Source: an optimization exercise on an open RTL-to-GDS flow (aim: a short achievable clock period and few clock cycles per item). Production flows keep margins and buffers that such runs may drop. In this exercise RTL edits were held to simulation tests only and were not proved equivalent to the original. No activity file was given, so power comes from the tool's default toggle rates.

<file path="design/flow/design.v">
module rijndael_sbox_seq #(
  parameter int          NBYTES    = 16,
  parameter logic [15:0] LFSR_SEED = 16'hACE1
) (
  input  logic                clk,
  input  logic                rst,
  input  logic                in_valid,
  output logic                in_ready,
  input  logic [8*NBYTES-1:0] din,
  input  logic [8*NBYTES-1:0] key,
  input  logic                mask_en,
  input  logic                seed_load,
  input  logic [15:0]         seed,
  output logic                out_valid,
  input  logic                out_ready,
  output logic [8*NBYTES-1:0] dout,
  output logic                busy
);
  localparam int EW = 17;   
  function automatic logic [7:0] sp0(input logic [6:0] x);
    case (x)
      7'h00: sp0 = 8'h63;
      7'h01: sp0 = 8'h7c;
      7'h02: sp0 = 8'h77;
      7'h03: sp0 = 8'h7b;
      7'h04: sp0 = 8'hf2;
      7'h05: sp0 = 8'h6b;
      7'h06: sp0 = 8'h6f;
      7'h07: sp0 = 8'hc5;
      7'h08: sp0 = 8'h30;
      7'h09: sp0 = 8'h01;
      7'h0a: sp0 = 8'h67;
      7'h0b: sp0 = 8'h2b;
      7'h0c: sp0 = 8'hfe;
      7'h0d: sp0 = 8'hd7;
      7'h0e: sp0 = 8'hab;
      7'h0f: sp0 = 8'h76;
      7'h10: sp0 = 8'hca;
      7'h11: sp0 = 8'h82;
      7'h12: sp0 = 8'hc9;
      7'h13: sp0 = 8'h7d;
      7'h14: sp0 = 8'hfa;
      7'h15: sp0 = 8'h59;
      7'h16: sp0 = 8'h47;
      7'h17: sp0 = 8'hf0;
      7'h18: sp0 = 8'had;
      7'h19: sp0 = 8'hd4;
      7'h1a: sp0 = 8'ha2;
      7'h1b: sp0 = 8'haf;
      7'h1c: sp0 = 8'h9c;
      7'h1d: sp0 = 8'ha4;
      7'h1e: sp0 = 8'h72;
      7'h1f: sp0 = 8'hc0;
      7'h20: sp0 = 8'hb7;
      7'h21: sp0 = 8'hfd;
      7'h22: sp0 = 8'h93;
      7'h23: sp0 = 8'h26;
      7'h24: sp0 = 8'h36;
      7'h25: sp0 = 8'h3f;
      7'h26: sp0 = 8'hf7;
      7'h27: sp0 = 8'hcc;
      7'h28: sp0 = 8'h34;
      7'h29: sp0 = 8'ha5;
      7'h2a: sp0 = 8'he5;
      7'h2b: sp0 = 8'hf1;
      7'h2c: sp0 = 8'h71;
      7'h2d: sp0 = 8'hd8;
      7'h2e: sp0 = 8'h31;
      7'h2f: sp0 = 8'h15;
      7'h30: sp0 = 8'h04;
      7'h31: sp0 = 8'hc7;
      7'h32: sp0 = 8'h23;
      7'h33: sp0 = 8'hc3;
      7'h34: sp0 = 8'h18;
      7'h35: sp0 = 8'h96;
      7'h36: sp0 = 8'h05;
      7'h37: sp0 = 8'h9a;
      7'h38: sp0 = 8'h07;
      7'h39: sp0 = 8'h12;
      7'h3a: sp0 = 8'h80;
      7'h3b: sp0 = 8'he2;
      7'h3c: sp0 = 8'heb;
      7'h3d: sp0 = 8'h27;
      7'h3e: sp0 = 8'hb2;
      7'h3f: sp0 = 8'h75;
      7'h40: sp0 = 8'h09;
      7'h41: sp0 = 8'h83;
      7'h42: sp0 = 8'h2c;
      7'h43: sp0 = 8'h1a;
      7'h44: sp0 = 8'h1b;
      7'h45: sp0 = 8'h6e;
      7'h46: sp0 = 8'h5a;
      7'h47: sp0 = 8'ha0;
      7'h48: sp0 = 8'h52;
      7'h49: sp0 = 8'h3b;
      7'h4a: sp0 = 8'hd6;
      7'h4b: sp0 = 8'hb3;
      7'h4c: sp0 = 8'h29;
      7'h4d: sp0 = 8'he3;
      7'h4e: sp0 = 8'h2f;
      7'h4f: sp0 = 8'h84;
      7'h50: sp0 = 8'h53;
      7'h51: sp0 = 8'hd1;
      7'h52: sp0 = 8'h00;
      7'h53: sp0 = 8'hed;
      7'h54: sp0 = 8'h20;
      7'h55: sp0 = 8'hfc;
      7'h56: sp0 = 8'hb1;
      7'h57: sp0 = 8'h5b;
      7'h58: sp0 = 8'h6a;
      7'h59: sp0 = 8'hcb;
      7'h5a: sp0 = 8'hbe;
      7'h5b: sp0 = 8'h39;
      7'h5c: sp0 = 8'h4a;
      7'h5d: sp0 = 8'h4c;
      7'h5e: sp0 = 8'h58;
      7'h5f: sp0 = 8'hcf;
      7'h60: sp0 = 8'hd0;
      7'h61: sp0 = 8'hef;
      7'h62: sp0 = 8'haa;
      7'h63: sp0 = 8'hfb;
      7'h64: sp0 = 8'h43;
      7'h65: sp0 = 8'h4d;
      7'h66: sp0 = 8'h33;
      7'h67: sp0 = 8'h85;
      7'h68: sp0 = 8'h45;
      7'h69: sp0 = 8'hf9;
      7'h6a: sp0 = 8'h02;
      7'h6b: sp0 = 8'h7f;
      7'h6c: sp0 = 8'h50;
      7'h6d: sp0 = 8'h3c;
      7'h6e: sp0 = 8'h9f;
      7'h6f: sp0 = 8'ha8;
      7'h70: sp0 = 8'h51;
      7'h71: sp0 = 8'ha3;
      7'h72: sp0 = 8'h40;
      7'h73: sp0 = 8'h8f;
      7'h74: sp0 = 8'h92;
      7'h75: sp0 = 8'h9d;
      7'h76: sp0 = 8'h38;
      7'h77: sp0 = 8'hf5;
      7'h78: sp0 = 8'hbc;
      7'h79: sp0 = 8'hb6;
      7'h7a: sp0 = 8'hda;
      7'h7b: sp0 = 8'h21;
      7'h7c: sp0 = 8'h10;
      7'h7d: sp0 = 8'hff;
      7'h7e: sp0 = 8'hf3;
      7'h7f: sp0 = 8'hd2;
      default: sp0 = 8'h00;
    endcase
  endfunction
  function automatic logic [7:0] sp1(input logic [6:0] x);
    case (x)
      7'h00: sp1 = 8'hcd;
      7'h01: sp1 = 8'h0c;
      7'h02: sp1 = 8'h13;
      7'h03: sp1 = 8'hec;
      7'h04: sp1 = 8'h5f;
      7'h05: sp1 = 8'h97;
      7'h06: sp1 = 8'h44;
      7'h07: sp1 = 8'h17;
      7'h08: sp1 = 8'hc4;
      7'h09: sp1 = 8'ha7;
      7'h0a: sp1 = 8'h7e;
      7'h0b: sp1 = 8'h3d;
      7'h0c: sp1 = 8'h64;
      7'h0d: sp1 = 8'h5d;
      7'h0e: sp1 = 8'h19;
      7'h0f: sp1 = 8'h73;
      7'h10: sp1 = 8'h60;
      7'h11: sp1 = 8'h81;
      7'h12: sp1 = 8'h4f;
      7'h13: sp1 = 8'hdc;
      7'h14: sp1 = 8'h22;
      7'h15: sp1 = 8'h2a;
      7'h16: sp1 = 8'h90;
      7'h17: sp1 = 8'h88;
      7'h18: sp1 = 8'h46;
      7'h19: sp1 = 8'hee;
      7'h1a: sp1 = 8'hb8;
      7'h1b: sp1 = 8'h14;
      7'h1c: sp1 = 8'hde;
      7'h1d: sp1 = 8'h5e;
      7'h1e: sp1 = 8'h0b;
      7'h1f: sp1 = 8'hdb;
      7'h20: sp1 = 8'he0;
      7'h21: sp1 = 8'h32;
      7'h22: sp1 = 8'h3a;
      7'h23: sp1 = 8'h0a;
      7'h24: sp1 = 8'h49;
      7'h25: sp1 = 8'h06;
      7'h26: sp1 = 8'h24;
      7'h27: sp1 = 8'h5c;
      7'h28: sp1 = 8'hc2;
      7'h29: sp1 = 8'hd3;
      7'h2a: sp1 = 8'hac;
      7'h2b: sp1 = 8'h62;
      7'h2c: sp1 = 8'h91;
      7'h2d: sp1 = 8'h95;
      7'h2e: sp1 = 8'he4;
      7'h2f: sp1 = 8'h79;
      7'h30: sp1 = 8'he7;
      7'h31: sp1 = 8'hc8;
      7'h32: sp1 = 8'h37;
      7'h33: sp1 = 8'h6d;
      7'h34: sp1 = 8'h8d;
      7'h35: sp1 = 8'hd5;
      7'h36: sp1 = 8'h4e;
      7'h37: sp1 = 8'ha9;
      7'h38: sp1 = 8'h6c;
      7'h39: sp1 = 8'h56;
      7'h3a: sp1 = 8'hf4;
      7'h3b: sp1 = 8'hea;
      7'h3c: sp1 = 8'h65;
      7'h3d: sp1 = 8'h7a;
      7'h3e: sp1 = 8'hae;
      7'h3f: sp1 = 8'h08;
      7'h40: sp1 = 8'hba;
      7'h41: sp1 = 8'h78;
      7'h42: sp1 = 8'h25;
      7'h43: sp1 = 8'h2e;
      7'h44: sp1 = 8'h1c;
      7'h45: sp1 = 8'ha6;
      7'h46: sp1 = 8'hb4;
      7'h47: sp1 = 8'hc6;
      7'h48: sp1 = 8'he8;
      7'h49: sp1 = 8'hdd;
      7'h4a: sp1 = 8'h74;
      7'h4b: sp1 = 8'h1f;
      7'h4c: sp1 = 8'h4b;
      7'h4d: sp1 = 8'hbd;
      7'h4e: sp1 = 8'h8b;
      7'h4f: sp1 = 8'h8a;
      7'h50: sp1 = 8'h70;
      7'h51: sp1 = 8'h3e;
      7'h52: sp1 = 8'hb5;
      7'h53: sp1 = 8'h66;
      7'h54: sp1 = 8'h48;
      7'h55: sp1 = 8'h03;
      7'h56: sp1 = 8'hf6;
      7'h57: sp1 = 8'h0e;
      7'h58: sp1 = 8'h61;
      7'h59: sp1 = 8'h35;
      7'h5a: sp1 = 8'h57;
      7'h5b: sp1 = 8'hb9;
      7'h5c: sp1 = 8'h86;
      7'h5d: sp1 = 8'hc1;
      7'h5e: sp1 = 8'h1d;
      7'h5f: sp1 = 8'h9e;
      7'h60: sp1 = 8'he1;
      7'h61: sp1 = 8'hf8;
      7'h62: sp1 = 8'h98;
      7'h63: sp1 = 8'h11;
      7'h64: sp1 = 8'h69;
      7'h65: sp1 = 8'hd9;
      7'h66: sp1 = 8'h8e;
      7'h67: sp1 = 8'h94;
      7'h68: sp1 = 8'h9b;
      7'h69: sp1 = 8'h1e;
      7'h6a: sp1 = 8'h87;
      7'h6b: sp1 = 8'he9;
      7'h6c: sp1 = 8'hce;
      7'h6d: sp1 = 8'h55;
      7'h6e: sp1 = 8'h28;
      7'h6f: sp1 = 8'hdf;
      7'h70: sp1 = 8'h8c;
      7'h71: sp1 = 8'ha1;
      7'h72: sp1 = 8'h89;
      7'h73: sp1 = 8'h0d;
      7'h74: sp1 = 8'hbf;
      7'h75: sp1 = 8'he6;
      7'h76: sp1 = 8'h42;
      7'h77: sp1 = 8'h68;
      7'h78: sp1 = 8'h41;
      7'h79: sp1 = 8'h99;
      7'h7a: sp1 = 8'h2d;
      7'h7b: sp1 = 8'h0f;
      7'h7c: sp1 = 8'hb0;
      7'h7d: sp1 = 8'h54;
      7'h7e: sp1 = 8'hbb;
      7'h7f: sp1 = 8'h16;
      default: sp1 = 8'h00;
    endcase
  endfunction
  function automatic logic [EW-1:0] pre(input logic [7:0] x);
    pre = {x[7:7], sp1(x[6:0]), sp0(x[6:0])};
  endfunction
  function automatic logic [7:0] post(input logic [EW-1:0] e);
    post = e[8*e[EW-1:EW-1] +: 8];
  endfunction
  logic [16*EW-1:0] pw, o_q, s_q;
  logic             o_v, s_v, acc, o_free;
  always_comb begin
    for (int i = 0; i < 16; i++)
      pw[EW*i +: EW] = pre(din[8*i +: 8] ^ key[8*i +: 8]);
  end
  always_comb begin
    for (int i = 0; i < 16; i++)
      dout[8*i +: 8] = post(o_q[EW*i +: EW]);
  end
  assign in_ready  = !s_v;
  assign out_valid = o_v;
  assign busy      = s_v;
  assign acc       = in_valid && !s_v;
  assign o_free    = !o_v || out_ready;    
  always_ff @(posedge clk or posedge rst) begin
    if (rst) begin
      o_v <= 1'b0;
      s_v <= 1'b0;
    end else if (o_free) begin
      o_v <= s_v || acc;
      s_v <= 1'b0;
    end else begin
      s_v <= s_v || acc;
    end
  end
  always_ff @(posedge clk) begin
    if (o_free) o_q <= s_v ? s_q : pw;
    if (!s_v)   s_q <= pw;
  end
endmodule
</file>
<file path="design/flow/flow/run.sh">
#!/bin/bash
# Own flow: the standard layout (standard.sh, unchanged synthesis), with
# ORFS's timing repair asked for a larger setup margin, so that it keeps
# improving paths that already meet the design's clock period.
set -euo pipefail
MARGIN=16
bash standard.sh SETUP_SLACK_MARGIN=$MARGIN finish > standard_make.log 2>&1
</file>
<file path="design/flow/standard.sh">
#!/bin/bash
# synth_recipe.tcl (not shown) runs the flow's synth.tcl, then flattens the netlist and writes it again
# the make line also repeats each setting of config.mk as NAME=value (left out here)
make -C /OpenROAD-flow-scripts/flow DESIGN_CONFIG=/design/flow/config.mk WORK_HOME=/design/flow/orfs CLKGATE_MAP_FILE= SYNTH_SCRIPT=/design/flow/synth_recipe.tcl "${@:-finish}"
</file>
<file path="design/flow/config.mk">
export PLATFORM = sky130hd
export DESIGN_NAME = rijndael_sbox_seq
export DESIGN_NICKNAME = rijndael_sbox_seq
export VERILOG_FILES = /design/flow/design.v
export SDC_FILE = /design/flow/constraint.sdc
export NUM_CORES = 4
export LEC_CHECK = 0
export CAP_MARGIN = 20
export CORE_MARGIN = 2
export CORE_UTILIZATION = 35
export SLEW_MARGIN = 20
</file>
<file path="design/flow/constraint.sdc">
create_clock -name core_clock -period 22.0 [get_ports {clk}]
set_input_delay 4.4000 -clock core_clock [delete_from_list [all_inputs] [get_ports {clk}]]
set_output_delay 4.4000 -clock core_clock [all_outputs]
set_load 0.01 [all_outputs]
</file>
==> run summary <==
## synth_stat cells (all sizes together) (80+ instances only)
cell type  number  area share [%]
xnor2         166             2.3
ha            240             4.2
nand3         346             2.4
nor2          946             5.0
buf           482             3.5
a221oi        172             2.1
inv           165            0.87
mux2i         163             2.3
o211ai        247             2.6
o21ai         710             5.0
edfxtp        272              11
mux2          134             2.1
a311oi        210             2.6
o311ai        225             2.8
nor3          479             3.4
a31oi         209             1.8
xor2           80             1.2
o221ai        116             1.4
o2111ai        89             1.1
o22ai          90            0.79
mux4          162             5.1
clkbuf        680             3.6
dfxtp         272             7.6
a21oi         563             3.9
o31ai         113             1.2
nand2        1044             5.5
a211oi        205             2.2
## metal layers
layer,vias up,part of all wire [%],GRT usage [%],routed length (um)
met2,10236,40,54.5,172000
met3,3069,16,12.1,66500
li1,39404,-,-,-
met5,-,0.035,0.344,149
met4,8,8.9,22.3,37800
met1,45677,35,48.0,150000
## registers in the layout, indices dropped and copies added, names as in the netlist
name / count
o_q: 272
s_q: 272
o_v: 1
s_v: 1
## kinds of logic after synthesis
kind of cell / after synthesis / share of synthesized area (%)
flops: 546 / 19.1
mux: 459 / 9.49
compound gates: 3623 / 36.0
fa+ha+maj: 240 / 4.20
simple gates: 3190 / 19.7
xor+xnor: 249 / 3.56
buf+inv: 1335 / 8.01
## worst max path at each step
stage / cells after the start / to / startpoint
floorplan: 1 / o_q[0] / out_ready
global placement: 11 / o_q[233] / din[104]
detailed placement: 11 / o_q[86] / din[40]
CTS: 3 / dout[3] / o_q[16]
global route: 3 / dout[70] / o_q[152]
finish: 11 / o_q[95] / din[41]
## final cells by class
| cell class | instances | area share [%] |
|---|---|---|
| Multi-Input combinational cell | 7768 | 58.3 |
| Timing Repair Buffer | 1883 | 21.7 |
| Sequential cell | 546 | 12.7 |
| Tap cell | 2672 | 3.10 |
| Clock buffer | 103 | 2.02 |
| Inverter | 173 | 1.47 |
| Clock inverter | 37 | 0.515 |
| Timing Repair inverter | 25 | 0.234 |
| Antenna cell | 8 | 0.0186 |
## critical path, stage by stage
cell and delay (ns):
buf_8 0.10, xor2_4 0.18, buf_12 0.15, ha_4 0.39
buf_4 0.18, buf_4 0.17, nand2_1 0.17, o211ai_1 0.13
a21oi_1 0.10, o41ai_1 0.56, a21oi_2 0.13
## metrics by stage
step	hold slack, ns	utilization (%)
after floorplan	0.415	-
after global placement	0.435	39.9
after detailed placement	0.435	39.9
after CTS	0.452	49.8
after global routing	0.470	53.1
final	0.450	53.1
## where the power goes
group	switching [mW]	internal, mW
clock	0.553	0.837
combinational	2.88	2.07
sequential	0.0744	1.37
## repair_timing
action,CTS,global route
buffers inserted,773,306
hold buffers,0,0
pin swaps,300,364
setup endpoints to repair,707,587
cloned,171,42
gates resized for setup,2470,900
==> qor.txt <==
status: finished clean
reg2reg end: o_q[247]
Starting Density: 35.3%
vias in the first global route: 88906
Startpoint Class: input port
leading cell types in the layout, fill and taps excluded: buf_4 (914), nand2_1 (904), nor2_1 (668), o21ai_0 (554), a21oi_1 (513)
DPL Wire Length: 220 mm
core area: 203000 um2
grt ovf: 0
number of port buffers: 390
Data required, critical path: 22.44 ns
Vias: 98394
Clock Tree Root: clkbuf_16
CTS Sinks: 546
sequential element share of the synthesized area: 19.1%
DR iter-0 viols: 20065
most common cell after layout, fill and taps aside: buf_4
Worst EP arrival: 6.68 ns
hold crit path type: reg2reg
Vias/cell: 7.45
Post-Synthesis Cells: 9642
fin nets: 10991
Async S/R FF share, synth: 0.366%
largest net degree at the start of global routing: 92
CTS Buffer Depth: 3
Cell Pwr Density: 72.3 nW/um2
Final period util: 28.4%
clk slew on worst S/H paths: 0.05 ns
R2R cell count: 10
Yosys cell types: 97
die width: 456 um
Worst R2R Start: s_v
CTS tree: built
number of synthesized flops with an enable pin: 272
Max Transition Viols Final: 0
Post-DRT Antenna Nets: 0
setup slack after layout: 15.75 ns
Worst Path Max Fanout: 8
row cnt: 165
worst-margin pin slew: 1.25 ns
Clock Skew: 0.0301 ns
Crit. End Element: register
cell area after synthesis: 71500 um2
Worst VDD drop: 0.0000609 V
Die ar.: 208000 um2
Lkg Pwr: 39.9 nW
maximum clock frequency: 160 MHz
CTS H-tree lvls: 3
placed cell area: 80900 um2
fin cells: 13215
Residual DRC: 0
fin area: 108000 um2
final setup TNS: 0 ns
initial antenna violation count: 13
Pre-antenna DRT Iters: 17
ys flop type: edfxtp_1
Post-Place Setup Slack: 13.30 ns
hold_sp: s_q[171]
Placer Congestion: 0.987
crit path time final: 6.25 ns
Clock Latency Late Sink: 0.73 ns
Multi-input gate area: 62800 um2
Worst Hold End: s_q[171]
Post-Route WL: 427 mm
syn nets: 10160
final setup fails: 0
area grow syn2layout: 50.5%
Seq cells post-synth: 546
count of final hold-check violations: 0
layout cells sized above 1: 35.0%
RSZ-0062 raised after global routing: true
FF-to-FF setup slack: 17.58 ns
I/O pins: 409
Fill cells: 18426
Pwr Total: 7.79 mW
Placed Cells: 11775
maxcap violations: 0
register area: 13700 um2
Overall Global Routing Usage: 37.4%
DR WL/cell: 32.3 um
Slew Limit Headroom: 15.7%
global-route wire length before repair: 608 mm
hold path cells: 2
Yosys warning count: 1
Num CTS Buffers: 76
die height: 456 um
syn_area_per_cell: 7.42 um2
kind of critical path: in2reg
Testbench counts, summed over its fixed seeds: cycles 392, blocks 384.

-- port drivers added, routing unchanged --
The flow's constraints put no driver on any port. The routed layout listed below was extracted and timed again, unchanged, in two steps.
Step 1 sets driving cells, clkbuf_16 on the clock port and buf_2 on the other inputs (assumed; they add their load-dependent delay and slew).
Step 2, shift: input delay + t, output delay - t, t = (earliest + latest rising clock arrival at the registers) / 2. This alone moves slack from input paths to output paths.
Slacks: ideal ports / drivers / drivers and shift; pairs: ideal ports / drivers.
t, ns: 0.807
setup slack, ns: 15.753 / 15.672 / 14.990
latest minus earliest clock arrival (ns): 0.046 / 0.046
After both steps this run still meets setup and hold. The setup slack of this run moves by -0.081 ns with the drivers and by -0.763 ns with both steps.
